Source: an optimization exercise on an open RTL-to-GDS flow (aim: small area). Production flows keep margins and buffers that such runs may drop. Function was checked by simulation only, so behaviour that the tests miss may differ from the original. Power is estimated from default activity; no workload was simulated.

==> design.v <==
package tlb_pkg;
  localparam int TLB_ENTRY_COUNT = 32;
  localparam int TLB_INDEX_W     = 5;
  localparam int TLB_KEY_W       = 20;
  localparam int TLB_VALUE_W     = 22;
  localparam logic [TLB_INDEX_W-1:0] TLB_RANDOM_MIN = 5'd4;
  localparam logic [TLB_INDEX_W-1:0] TLB_RANDOM_MAX = 5'(TLB_ENTRY_COUNT - 1);
  localparam logic [TLB_KEY_W-1:0]   TLB_KEY_RESET  = 20'hC0000;
  localparam int TLB_V_BIT     = 0;
  localparam int TLB_W_BIT     = 1;
  localparam int TLB_FRAME_LSB = 2;
  localparam int TLB_FRAME_MSB = 21;
  typedef enum logic [1:0] {
    TLB_OP_PROBE         = 2'd0,
    TLB_OP_READ          = 2'd1,
    TLB_OP_WRITE_INDEXED = 2'd2,
    TLB_OP_WRITE_RANDOM  = 2'd3
  } tlb_op_t;
  typedef enum logic [1:0] {
    ST_IDLE      = 2'd0,
    ST_READ_WAIT = 2'd1,
    ST_RESPOND   = 2'd2
  } tlb_state_t;
  typedef logic [TLB_ENTRY_COUNT-1:0][TLB_KEY_W-1:0] tlb_key_array_t;
endpackage
module tlb_key_matcher
(
  input  logic [tlb_pkg::TLB_ENTRY_COUNT*tlb_pkg::TLB_KEY_W-1:0] keys,   
  input  logic [tlb_pkg::TLB_KEY_W-1:0]   page,
  output logic                   hit,
  output logic [tlb_pkg::TLB_INDEX_W-1:0] index
);
  always_comb begin
    hit   = 1'b0;
    index = '0;
    for (int i = tlb_pkg::TLB_ENTRY_COUNT - 1; i >= 0; i--) begin
      if (keys[i*tlb_pkg::TLB_KEY_W +: tlb_pkg::TLB_KEY_W] == page) begin
        hit   = 1'b1;
        index = tlb_pkg::TLB_INDEX_W'(i);
      end
    end
  end
endmodule
module tlb_controller
(
  input  logic                   clock,
  input  logic                   reset,
  input  logic                   transRequest,
  input  logic [tlb_pkg::TLB_KEY_W-1:0]   transPage,
  output logic                   transAccept,
  output logic                   transDone,
  output logic                   transMiss,
  output logic [19:0]            transFrame,
  output logic                   transWritable,
  output logic                   transValid,
  input  logic                   cmdValid,
  input  logic [1:0]             cmdOp,
  input  logic [tlb_pkg::TLB_INDEX_W-1:0] cmdIndex,
  input  logic [tlb_pkg::TLB_KEY_W-1:0]   cmdKey,
  input  logic [tlb_pkg::TLB_VALUE_W-1:0] cmdValue,
  output logic                   cmdReady,
  output logic                   rspValid,
  output logic [tlb_pkg::TLB_INDEX_W-1:0] rspIndex,
  output logic [tlb_pkg::TLB_KEY_W-1:0]   rspKey,
  output logic [tlb_pkg::TLB_VALUE_W-1:0] rspValue,
  output logic                   rspProbeMiss,
  output logic [tlb_pkg::TLB_INDEX_W-1:0] randomIndex,
  output logic [tlb_pkg::TLB_INDEX_W-1:0] vmIndex1,
  input  logic [tlb_pkg::TLB_VALUE_W-1:0] vmReadData1,
  output logic [tlb_pkg::TLB_INDEX_W-1:0] vmIndex2,
  input  logic [tlb_pkg::TLB_VALUE_W-1:0] vmReadData2,
  output logic [tlb_pkg::TLB_VALUE_W-1:0] vmWriteData2,
  output logic                   vmWriteEnable2
);
  logic [1:0]             state, state_next;
  logic [tlb_pkg::TLB_ENTRY_COUNT*tlb_pkg::TLB_KEY_W-1:0] keys;   
  logic [1:0]             op;
  logic [tlb_pkg::TLB_INDEX_W-1:0] random_q;
  logic                   trans_done_q, trans_miss_q;
  logic [tlb_pkg::TLB_INDEX_W-1:0] rsp_index_q;
  logic                   rsp_miss_q;
  logic [tlb_pkg::TLB_KEY_W-1:0]   rsp_key_q;
  logic                   trans_hit, probe_hit;
  logic [tlb_pkg::TLB_INDEX_W-1:0] trans_index, probe_index;
  logic                   cmd_accept, write_commit;
  logic [tlb_pkg::TLB_INDEX_W-1:0] write_index;
  assign op           = cmdOp;
  assign cmd_accept   = (state == tlb_pkg::ST_IDLE) && cmdValid;
  assign write_commit = cmd_accept && ((op == tlb_pkg::TLB_OP_WRITE_INDEXED) || (op == tlb_pkg::TLB_OP_WRITE_RANDOM));
  assign write_index  = (op == tlb_pkg::TLB_OP_WRITE_RANDOM) ? random_q : cmdIndex;
  tlb_key_matcher u_trans_match (
    .keys  (keys),
    .page  (transPage),
    .hit   (trans_hit),
    .index (trans_index)
  );
  tlb_key_matcher u_probe_match (
    .keys  (keys),
    .page  (cmdKey),
    .hit   (probe_hit),
    .index (probe_index)
  );
  always_ff @(posedge clock) begin
    if (reset) begin
      state        <= tlb_pkg::ST_IDLE;
      random_q     <= tlb_pkg::TLB_RANDOM_MAX;
      trans_done_q <= 1'b0;
      trans_miss_q <= 1'b0;
      rsp_index_q  <= '0;
      rsp_miss_q   <= 1'b0;
      rsp_key_q    <= '0;
      for (int i = 0; i < tlb_pkg::TLB_ENTRY_COUNT; i++) keys[i*tlb_pkg::TLB_KEY_W +: tlb_pkg::TLB_KEY_W] <= tlb_pkg::TLB_KEY_RESET;
    end else begin
      state        <= state_next;
      random_q     <= (random_q == tlb_pkg::TLB_RANDOM_MIN) ? tlb_pkg::TLB_RANDOM_MAX : random_q - 5'd1;
      trans_done_q <= transAccept;
      trans_miss_q <= !trans_hit;
      if (cmd_accept) begin
        rsp_miss_q <= 1'b0;
        case (op)
          tlb_pkg::TLB_OP_PROBE: begin
            rsp_index_q <= probe_index;
            rsp_miss_q  <= !probe_hit;
          end
          tlb_pkg::TLB_OP_READ: begin
            rsp_index_q <= cmdIndex;
            rsp_key_q   <= keys[cmdIndex*tlb_pkg::TLB_KEY_W +: tlb_pkg::TLB_KEY_W];
          end
          default: begin
            rsp_index_q       <= write_index;
            keys[write_index*tlb_pkg::TLB_KEY_W +: tlb_pkg::TLB_KEY_W] <= cmdKey;
          end
        endcase
      end
    end
  end
  always_comb begin
    state_next = state;
    case (state)
      tlb_pkg::ST_IDLE: begin
        if (cmdValid) state_next = (op == tlb_pkg::TLB_OP_READ) ? tlb_pkg::ST_READ_WAIT : tlb_pkg::ST_RESPOND;
      end
      tlb_pkg::ST_READ_WAIT: state_next = tlb_pkg::ST_IDLE;
      tlb_pkg::ST_RESPOND:   state_next = tlb_pkg::ST_IDLE;
      default:      state_next = tlb_pkg::ST_IDLE;
    endcase
  end
  always_comb begin
    cmdReady       = (state == tlb_pkg::ST_IDLE);
    rspValid       = !reset && ((state == tlb_pkg::ST_READ_WAIT) || (state == tlb_pkg::ST_RESPOND));
    rspIndex       = rspValid ? rsp_index_q : '0;
    rspKey         = '0;
    rspValue       = '0;
    rspProbeMiss   = !reset && (state == tlb_pkg::ST_RESPOND) && rsp_miss_q;
    vmIndex2       = '0;
    vmWriteData2   = '0;
    vmWriteEnable2 = 1'b0;
    if (!reset && (state == tlb_pkg::ST_READ_WAIT)) begin
      rspKey   = rsp_key_q;
      rspValue = vmReadData2;
    end
    if (cmd_accept && (op == tlb_pkg::TLB_OP_READ)) vmIndex2 = cmdIndex;
    if (write_commit && !reset) begin
      vmIndex2       = write_index;
      vmWriteData2   = cmdValue;
      vmWriteEnable2 = 1'b1;
    end
    transAccept   = transRequest && !write_commit;
    vmIndex1      = transAccept ? trans_index : '0;
    transDone     = trans_done_q && !reset;
    transMiss     = transDone && trans_miss_q;
    transFrame    = '0;
    transWritable = 1'b0;
    transValid    = 1'b0;
    if (transDone && !trans_miss_q) begin
      transFrame    = vmReadData1[tlb_pkg::TLB_FRAME_MSB:tlb_pkg::TLB_FRAME_LSB];
      transWritable = vmReadData1[tlb_pkg::TLB_W_BIT];
      transValid    = vmReadData1[tlb_pkg::TLB_V_BIT];
    end
  end
  assign randomIndex = random_q;
endmodule
==> run.sh <==
#!/bin/bash
# synth_recipe.tcl (not shown) runs the flow's synth.tcl, then flattens the netlist and writes it again
# the make line also repeats each setting of config.mk as NAME=value (left out here)
make -C /OpenROAD-flow-scripts/flow DESIGN_CONFIG=/design/flow/config.mk WORK_HOME=/design/flow/orfs CLKGATE_MAP_FILE= SYNTH_SCRIPT=/design/flow/synth_recipe.tcl finish
==> config.mk <==
export PLATFORM = sky130hd
export DESIGN_NAME = tlb_controller
export DESIGN_NICKNAME = tlb_controller
export VERILOG_FILES = /design/flow/design.v
export SDC_FILE = /design/flow/constraint.sdc
export NUM_CORES = 4
export LEC_CHECK = 0
export CAP_MARGIN = 20
export CORE_MARGIN = 2
export CORE_UTILIZATION = 40
export SLEW_MARGIN = 20
==> constraint.sdc <==
create_clock -name core_clock -period 8.0 [get_ports {clock}]
set_input_delay 1.6000 -clock core_clock [delete_from_list [all_inputs] [get_ports {clock}]]
set_output_delay 1.6000 -clock core_clock [all_outputs]
set_load 0.01 [all_outputs]
==> results_dict.tcl <==
set metrics [dict create \
    cts.sinks 675 \
    max_freq_mhz 136.2 \
    ys_seq_area_frac 0.2877 \
    hold_violations 0 \
    synth_fp_nets 5503 \
    combPwrFrac 0.302 \
    clock-root-buffer "clkbuf_16" \
    cp.required_ns 6.40 \
    yosys.area_share.adder 0.002824 \
    track_usage 0.4614 \
    fin_crit_ns 7.344 \
    grt_pass1_vias 45390 \
    grt_pass1_wl_um 385300 \
    clockPowerShare 0.367 \
    seq_power_share 0.331 \
    clk_pin_slew_ns 0.06 \
    firstDrtPassIters 7 \
    rsz0062_at_grt "false" \
    cts-resized-gates 0 \
    ys_async_sr_fraction 0 \
    hold_depth 2 \
    leakagePower_nw 19.15 \
    synthCells 5376 \
    worstPathMaxFanout 11 \
    place_congestion 1.128 \
    die_y_um 346.7 \
    drive_gt1_frac 0.1317 \
    vdd_drop_max_uv 160.0 \
    ys_types 88 \
    synthMuxAreaShare 0.1028 \
    wl_um 287800 \
    wl_met1_um 102600 \
    cts_setup_buffers 0 \
    ff2ff_path_depth 18 \
    cts_buffers 82 \
    critPathArrivalTime_ns 5.74 \
    route.met2.wl_um 107300 \
    stdcell_area_mm2 0.05428 \
    ys_warn_count 2 \
    setup_tns_ns 0 \
    hp-class "flip-flop to flip-flop" \
    critPathLaunchType "primary input" \
    nets 5647 \
    cts_max_level 3 \
    highest_layer "met5" \
    p_int_mw 6.457 \
    post_drt_wl_per_cell_um 40.48 \
    clock_skew_ns 0.04578 \
    hold_buffers 0 \
    syn-mean-instance-area_um2 8.736 \
    die_area_mm2 0.1202 \
    final_antenna_net_count 0 \
    drv_slew 0 \
    ys.flop_type "dfxtp_1" \
    clkLatencyLatePin_ns 0.70 \
    final_cells 7111 \
    syn_area_mm2 0.04696 \
    p_sw_frac 0.3893 \
    start_util 0.4036 \
    synth_compound_area_frac 0.1518 \
    dp_hpwl_um 210000 \
    cts_tree "built" \
    first_iter_violations 9489 \
    wl_met3_um 48990 \
    r2r_end "keys[628]" \
    core.rowCount 125 \
    drv_cap 0 \
    p_total_mw 10.57 \
    vias_per_cell 7.052 \
    placed_cell_area_mm2 0.05157 \
    min_to "rsp_key_q[11]" \
    ys_ff_latch 675 \
    timing.rr.start "random_q[3]" \
    drc 0 \
    clock_path_buffers 3 \
    cp-end-kind "primary output" \
    powerDensity_mw_per_mm2 194.8 \
    io_buffers 229 \
    synthXorXnorAreaFrac 0.2420 \
    antenna_found_initial 19 \
    fin_crit_sh 0.9180 \
    hp-start "rsp_key_q[11]" \
    synth_top_family_by_area "XOR/XNOR gates" \
    outcome "finished clean" \
    crit_type "primary input to primary output" \
    vias 50150 \
    r2r_setup_slack_ns 2.31 \
    grt.overflow.total 0 \
    place_inst 6960 \
    die_width_um 346.7 \
    core-area_mm2 0.1164 \
    setup_violations 0 \
    areaGrowthSynthToFinish_pct 15.57 \
    synth_edf_count 0 \
    slew_headroom 0.1857 \
    worstMarginPinSlew_ns 1.212 \
    pin_count 230 \
    grt_max_degree 172 \
    p_switching_mw 4.116 \
    yosys.area_share.simple 0.1715 \
]
==> cells in the final DEF, fill, tap and decap left out, drive strengths merged, types with 19 or more instances in the layout <==
cell type      count
xnor2            679
dfxtp            675
xor2             618
nor2             602
a22oi            430
nand2            357
buf              319
mux4             200
clkdlybuf4s50    184
nand4            182
nor4             161
o21ai            137
a21oi            123
nand3            116
clkbuf           116
and2             111
nor3             107
a221o             55
inv               46
a22o              35
a211oi            31
mux2i             29
o22ai             28
a2bb2oi           24
a32o              19
==> power by group through the flow <==
stage | Sequential, mW | Combinational [mW] | Clock (mW)
CTS | 3.49 | 2.94 | 3.86
floorplan | 3.52 | 1.40 | 0
finish | 3.50 | 3.19 | 3.88
detailed placement | 3.57 | 2.93 | 0
global route | 3.50 | 3.10 | 3.99
global placement | 3.57 | 2.93 | 0
==> worst max-delay path by stage <==
| stage | start | to | slack (ns) | cells past startpoint |
|---|---|---|---|---|
| floorplan | cmdIndex[1] | keys[418] | 1.85 | 21 |
| global placement | cmdOp[1] | keys[588] | 0.64 | 18 |
| detailed placement | cmdOp[1] | keys[588] | 0.60 | 18 |
| CTS | transPage[11] | vmIndex1[1] | 0.93 | 15 |
| global route | transPage[19] | vmIndex1[0] | 0.61 | 14 |
| finish | transPage[7] | vmIndex1[0] | 0.66 | 12 |
==> flip-flops by register name, indices dropped and copies added, names as in the netlist <==
name	count
rsp_key_q	20
random_q	5
trans_miss_q	1
state	2
rsp_miss_q	1
rsp_index_q	5
keys	640
trans_done_q	1
==> through the flow <==
step                hold slack [ns]  setup WS (ns)  utilization
floorplan                    0.4483          1.851            -
global placement             0.4793         0.6446       0.4431
detailed placement           0.4827         0.5955       0.4432
CTS                          0.4963         0.9331       0.4662
global route                 0.5081         0.6102       0.4663
finish                       0.4934         0.6561       0.4664
==> Yosys cell counts (all sizes together), types with 24 or more instances <==
library cell,n,share of area
dfxtp,675,0.29
nand4,182,0.024
nor4,161,0.021
clkbuf,283,0.023
xnor2,679,0.13
o21ai,137,0.015
o22ai,28,0.0046
buf,160,0.015
inv,44,0.0035
mux2i,29,0.0062
a22oi,430,0.069
mux4,200,0.096
nor3,107,0.012
xor2,618,0.12
nor2,602,0.049
a22o,35,0.0065
nand2,357,0.029
a2bb2oi,24,0.0045
a221o,55,0.012
nand3,116,0.012
a211oi,31,0.0059
and2,111,0.015
a21oi,123,0.013
==> layer usage <==
| metal | vias to the layer above | track usage |
|---|---|---|
| met3 | 1501 | 0.2087 |
| met2 | 5089 | 0.6123 |
| met4 | 18 | 0.3539 |
| met5 | - | 0.008003 |
| li1 | 19560 | - |
| met1 | 23980 | 0.5749 |
==> worst max-delay path: stages <==
cell and delay [ns]:
buf_2 0.37, buf_4 0.48, buf_4 0.44, xor2_1 0.12, nor4_1 0.33, nand3_1 0.41
a21oi_1 0.27, o2111ai_1 0.11, a21oi_1 0.41, o21ai_0 0.23, a21oi_1 0.26, clkdlybuf4s50_1 0.67
==> cell families (layout without fill, tap and decap cells) <==
logic type	count (synthesis)	after routing
buffers and inverters	487	690
AO/OA/AOI/OAI	975	975
adder cells (fa/ha/maj)	10	10
multiplexers	232	232
XOR/XNOR	1297	1297
AND/OR/NAND/NOR	1700	1700
flip-flops	675	675
other	0	8
==> final cells by class <==
cell class              count  area (µm²)
diodes                      8       20.02
clock buffers             116        2342
clock inverters            27       341.6
fillers                 11320       62090
inverters                  44       165.2
multi-input cells        4214       31710
flip-flops and latches    675       13510
well taps                1524        1907
repair buffers            503        4278

==> what the ideal ports hide <==
Ports are ideal in the flow. The routed layout listed here was re-timed in OpenROAD.
Step 1 assumes that a clkbuf_16 drives the clock port and a buf_2 every other input.
Step 2 times the ports against the registers' clock, not the clock port: input delays grow and output delays shrink by t, the midpoint of the rising clock arrivals with the driver on.
Slacks: ideal ports / drivers / drivers and shift; pairs: ideal ports / drivers.
t (ns): 0.763
setup slack, ns: 0.656 / 0.632 / 0.318
hold WS [ns]: 0.493 / 0.493 / 0.493
worst setup path at the end: input to register
worst slew at a driven data input, ns: 0.07
After both steps this run still meets setup and hold. For this run, drivers alone change the setup slack by -0.024 ns; drivers and shift together by -0.338 ns.
